From an optimization exercise on the open Yosys and OpenROAD flow, aimed at small area; shortcuts taken in it are not production practice.
Function was checked by simulation only, so behaviour that the tests miss may differ from the original.
Power and IR drop assume default switching activity.

==> flow/design.v <==
`default_nettype none
package cpu_stack_pkg;
  localparam int STACK_TAG_W   = 3;
  localparam int STACK_VALUE_W = 32;
  localparam int STACK_WIDTH   = STACK_TAG_W + STACK_VALUE_W;   
  localparam int STACK_POP_W   = 11;
  localparam int STACK_DEPTH   = 64;
  typedef enum logic [STACK_TAG_W-1:0] {
    TAG_NONE  = 3'd0,
    TAG_INT   = 3'd1,
    TAG_ADDR  = 3'd2,
    TAG_RET   = 3'd3,
    TAG_FRAME = 3'd4,
    TAG_CONST = 3'd5
  } stack_tag_e;
  function automatic logic [STACK_WIDTH-1:0] stack_entry(
    input stack_tag_e                 tag,
    input logic [STACK_VALUE_W-1:0]   value
  );
    stack_entry = {tag, value};
  endfunction
  function automatic stack_tag_e stack_tag(input logic [STACK_WIDTH-1:0] entry);
    stack_tag = stack_tag_e'(entry[STACK_WIDTH-1 -: STACK_TAG_W]);
  endfunction
endpackage
`default_nettype wire
`default_nettype none
module cpu_operand_stack
#(
  parameter int WIDTH = cpu_stack_pkg::STACK_WIDTH,
  parameter int DEPTH = cpu_stack_pkg::STACK_DEPTH,
  parameter int TOPS  = 2,
  parameter int POP_W = cpu_stack_pkg::STACK_POP_W
) (
  input  logic                       clk,
  input  logic                       rst,
  input  logic                       st__pop,
  input  logic [POP_W-1:0]           st__to_pop,
  input  logic                       st__push,
  input  logic [WIDTH-1:0]           st__to_push,
  input  logic                       st__flush,
  input  logic                       st__err_clr,
  output logic [TOPS*WIDTH-1:0]      st__top,
  output logic [$clog2(DEPTH+1)-1:0] st__count,
  output logic                       st__empty,
  output logic                       st__full,
  output logic                       st__err_overflow,
  output logic                       st__err_underflow
);
  localparam int CNT_W = $clog2(DEPTH+1);
  localparam int HALF  = DEPTH / 2;
  logic [CNT_W-1:0] r_count;
  logic             r_err_overflow;
  logic             r_err_underflow;
  logic             r_phase;
  logic             w_underflow;
  logic [CNT_W-1:0] w_c1;
  logic             w_push_ok;
  logic             w_overflow;
  logic             w_wen;
  logic [WIDTH-1:0] w_x;
  always_comb begin
    w_underflow = st__pop && (st__to_pop > POP_W'(r_count));
    if (w_underflow)
      w_c1 = '0;
    else if (st__pop)
      w_c1 = r_count - st__to_pop[CNT_W-1:0];
    else
      w_c1 = r_count;
    w_push_ok  = st__push && !w_c1[CNT_W-1];    
    w_overflow = st__push && w_c1[CNT_W-1];
    w_wen      = w_push_ok && !st__flush;
  end
  always_ff @(posedge clk or posedge rst) begin
    if (rst) begin
      r_count         <= '0;
      r_err_overflow  <= 1'b0;
      r_err_underflow <= 1'b0;
      r_phase         <= 1'b0;
    end else begin
      r_count         <= st__flush ? '0 : (w_c1 + CNT_W'(w_push_ok));
      r_err_overflow  <= (r_err_overflow  & ~st__err_clr) | (w_overflow  & ~st__flush);
      r_err_underflow <= (r_err_underflow & ~st__err_clr) | (w_underflow & ~st__flush);
      r_phase         <= ~r_phase;
    end
  end
  assign w_x = st__to_push ^ {WIDTH{r_phase}};
  logic [DEPTH-1:0] w_wr;      
  logic [DEPTH-1:0] w_hold;    
  logic [HALF-1:0]  w_sel_e;   
  logic [HALF-1:0]  w_sel_o;   
  logic [WIDTH-1:0] r_row [DEPTH];
  logic [7:0] w_hi_eq, w_hi_gt, w_lo_eq, w_lo_gt;
  for (genvar k = 0; k < 8; k++) begin : g_pre
    assign w_hi_eq[k] = !w_c1[6] && (w_c1[5:3] == 3'(k));
    assign w_hi_gt[k] = w_c1[6] || (w_c1[5:3] > 3'(k));
    assign w_lo_eq[k] = (w_c1[2:0] == 3'(k));
    assign w_lo_gt[k] = (w_c1[2:0] > 3'(k));
  end
  for (genvar i = 0; i < DEPTH; i++) begin : g_row
    assign w_wr[i]   = w_wen && w_hi_eq[i/8] && w_lo_eq[i%8];
    assign w_hold[i] = w_hi_gt[i/8] || (w_hi_eq[i/8] && w_lo_gt[i%8]);
    always_ff @(posedge clk) begin
      r_row[i] <= ~((r_row[i] | {WIDTH{w_wr[i]}}) & ({WIDTH{w_hold[i]}} | w_x));
    end
  end
  logic [HALF:0] w_half;
  for (genvar k = 0; k <= HALF; k++) begin : g_half
    assign w_half[k] = (r_count[CNT_W-1:1] == (CNT_W-1)'(k));
  end
  for (genvar j = 0; j < HALF; j++) begin : g_sel
    assign w_sel_e[j] = r_count[0] ? w_half[j] : w_half[j+1];
    assign w_sel_o[j] = w_half[j+1];
  end
  localparam int NGRP = (HALF + 2) / 3;
  logic [WIDTH-1:0] w_rd_e, w_rd_o;
  logic [WIDTH-1:0] w_grp_e [NGRP];
  logic [WIDTH-1:0] w_grp_o [NGRP];
  always_comb begin
    for (int g = 0; g < NGRP; g++) begin
      w_grp_e[g] = '0;
      w_grp_o[g] = '0;
      for (int k = 0; k < 3; k++) begin
        if (3*g+k < HALF) begin
          w_grp_e[g] = w_grp_e[g] | (r_row[2*(3*g+k)]   & {WIDTH{w_sel_e[3*g+k]}});
          w_grp_o[g] = w_grp_o[g] | (r_row[2*(3*g+k)+1] & {WIDTH{w_sel_o[3*g+k]}});
        end
      end
    end
    w_rd_e = '1;
    w_rd_o = '1;
    for (int g = 0; g < NGRP; g++) begin
      w_rd_e = w_rd_e & ~w_grp_e[g];
      w_rd_o = w_rd_o & ~w_grp_o[g];
    end
    w_rd_e = ~w_rd_e;
    w_rd_o = ~w_rd_o;
  end
  logic [WIDTH-1:0] w_e, w_o;
  logic             w_ge2, w_ge3;
  assign w_e   = w_rd_e ^ {WIDTH{r_phase}};
  assign w_o   = w_rd_o ^ {WIDTH{r_phase}};
  assign w_ge2 = (r_count >= CNT_W'(2));
  assign w_ge3 = (r_count >= CNT_W'(3));
  assign st__top[WIDTH-1:0]       = ({WIDTH{r_count[0]}}           & w_e) |
                                    ({WIDTH{!r_count[0] && w_ge2}} & w_o);
  assign st__top[2*WIDTH-1:WIDTH] = ({WIDTH{!r_count[0] && w_ge2}} & w_e) |
                                    ({WIDTH{r_count[0] && w_ge3}}  & w_o);
  assign st__count         = r_count;
  assign st__empty         = (r_count == '0);
  assign st__full          = r_count[CNT_W-1];
  assign st__err_overflow  = r_err_overflow;
  assign st__err_underflow = r_err_underflow;
endmodule
`default_nettype wire
==> flow/config.mk <==
export PLATFORM = sky130hd
export DESIGN_NAME = cpu_operand_stack
export DESIGN_NICKNAME = cpu_operand_stack
export VERILOG_FILES = /design/flow/design.v
export SDC_FILE = /design/flow/constraint.sdc
export NUM_CORES = 4
export LEC_CHECK = 0
export CAP_MARGIN = 10
export CORE_MARGIN = 2
export CORE_UTILIZATION = 70
export SLEW_MARGIN = 10
==> flow/constraint.sdc <==
create_clock -name core_clock -period 10.0 [get_ports {clk}]
set_input_delay 2.0000 -clock core_clock [delete_from_list [all_inputs] [get_ports {clk}]]
set_output_delay 2.0000 -clock core_clock [all_outputs]
set_load 0.01 [all_outputs]
standard.sh (not shown) runs the stock make flow with config.mk's settings and CLKGATE_MAP_FILE= SYNTH_SCRIPT=/design/flow/synth_recipe.tcl, a recipe that flattens the netlist after the stock synthesis.
==> flow/flow/run.sh <==
#!/bin/bash
# The standard.sh layout with these changes:
#  - ABC's area script is replaced by an area-only mapping (flow/abc_area.script)
#  - CTS clusters up to 18 sinks (50 um) per clkbuf_8 leaf buffer and inserts no dummy loads
#  - the port buffers are buf_1 cells
set -euo pipefail
rm -rf scripts_mod
cp -r "$FLOW_HOME/scripts" scripts_mod
cp flow/abc_area.script scripts_mod/abc_area.script
bash standard.sh SCRIPTS_DIR="$PWD/scripts_mod" ABC_AREA=1 \
  "CTS_ARGS=-sink_clustering_enable -repair_clock_nets -dont_use_dummy_load -sink_clustering_size 18 -sink_clustering_max_diameter 50 -buf_list sky130_fd_sc_hd__clkbuf_8 -root_buf sky130_fd_sc_hd__clkbuf_16" \
  "BUFFER_PORTS_ARGS=-buffer_cell sky130_fd_sc_hd__buf_1" \
  finish > standard_make.log 2>&1
==> flow/flow/abc_area.script <==
strash
&get -n
&dch -f
&nf -a -R 1000
&put
Edit:
--- a/flow/flow/run.sh
+++ b/flow/flow/run.sh
@@ -4 +4 @@
-#  - CTS clusters up to 18 sinks (50 um) per clkbuf_8 leaf buffer and inserts no dummy loads
+#  - CTS clusters up to 16 sinks (50 um) per clkbuf_8 leaf buffer and inserts no dummy loads
@@ -11 +11 @@
-  "CTS_ARGS=-sink_clustering_enable -repair_clock_nets -dont_use_dummy_load -sink_clustering_size 18 -sink_clustering_max_diameter 50 -buf_list sky130_fd_sc_hd__clkbuf_8 -root_buf sky130_fd_sc_hd__clkbuf_16" \
+  "CTS_ARGS=-sink_clustering_enable -repair_clock_nets -dont_use_dummy_load -sink_clustering_size 16 -sink_clustering_max_diameter 50 -buf_list sky130_fd_sc_hd__clkbuf_8 -root_buf sky130_fd_sc_hd__clkbuf_16" \
--- a/flow/config.mk
+++ b/flow/config.mk
@@ -8 +8 @@
-export CAP_MARGIN = 10
+export CAP_MARGIN = 5
@@ -10,2 +10,2 @@
-export CORE_UTILIZATION = 70
-export SLEW_MARGIN = 10
+export CORE_UTILIZATION = 76
+export SLEW_MARGIN = 5
Outcome: The changed run passed the timing, DRC and antenna checks; combinational power climbs by about 1%; wire length climbs by 2.6%; synthesized area stays the same; worst setup slack loses 0.24 ns; total power climbs by 1.0%; via count climbs by 3.5%; non-clock buffer count climbs by 9; register-to-register slack loses 0.28 ns; clock skew hardly moves; hold slack hardly moves.

[afterwards: timing with drivers on the ports]
The flow's constraints put no driver on any port. The routed layouts listed below were extracted and timed again, unchanged, in two steps. Step 1: set_driving_cell puts a clkbuf_16 on clk and a buf_2 on each other input, an assumption about the parent block. Step 2, shift: input delay + t, output delay - t, t = (earliest + latest rising clock arrival at the registers) / 2. This alone moves slack from input paths to output paths. a / b / c = ideal ports / drivers / drivers and shift; a / b = the first two.
run	t (ns)	setup slack, ns	worst setup path after step 2
the first run	0.794	1.602 / 1.526 / 2.205	input to register
the second run	0.827	1.362 / 1.282 / 2.080	input to register
After both steps every run listed still meets setup and hold.
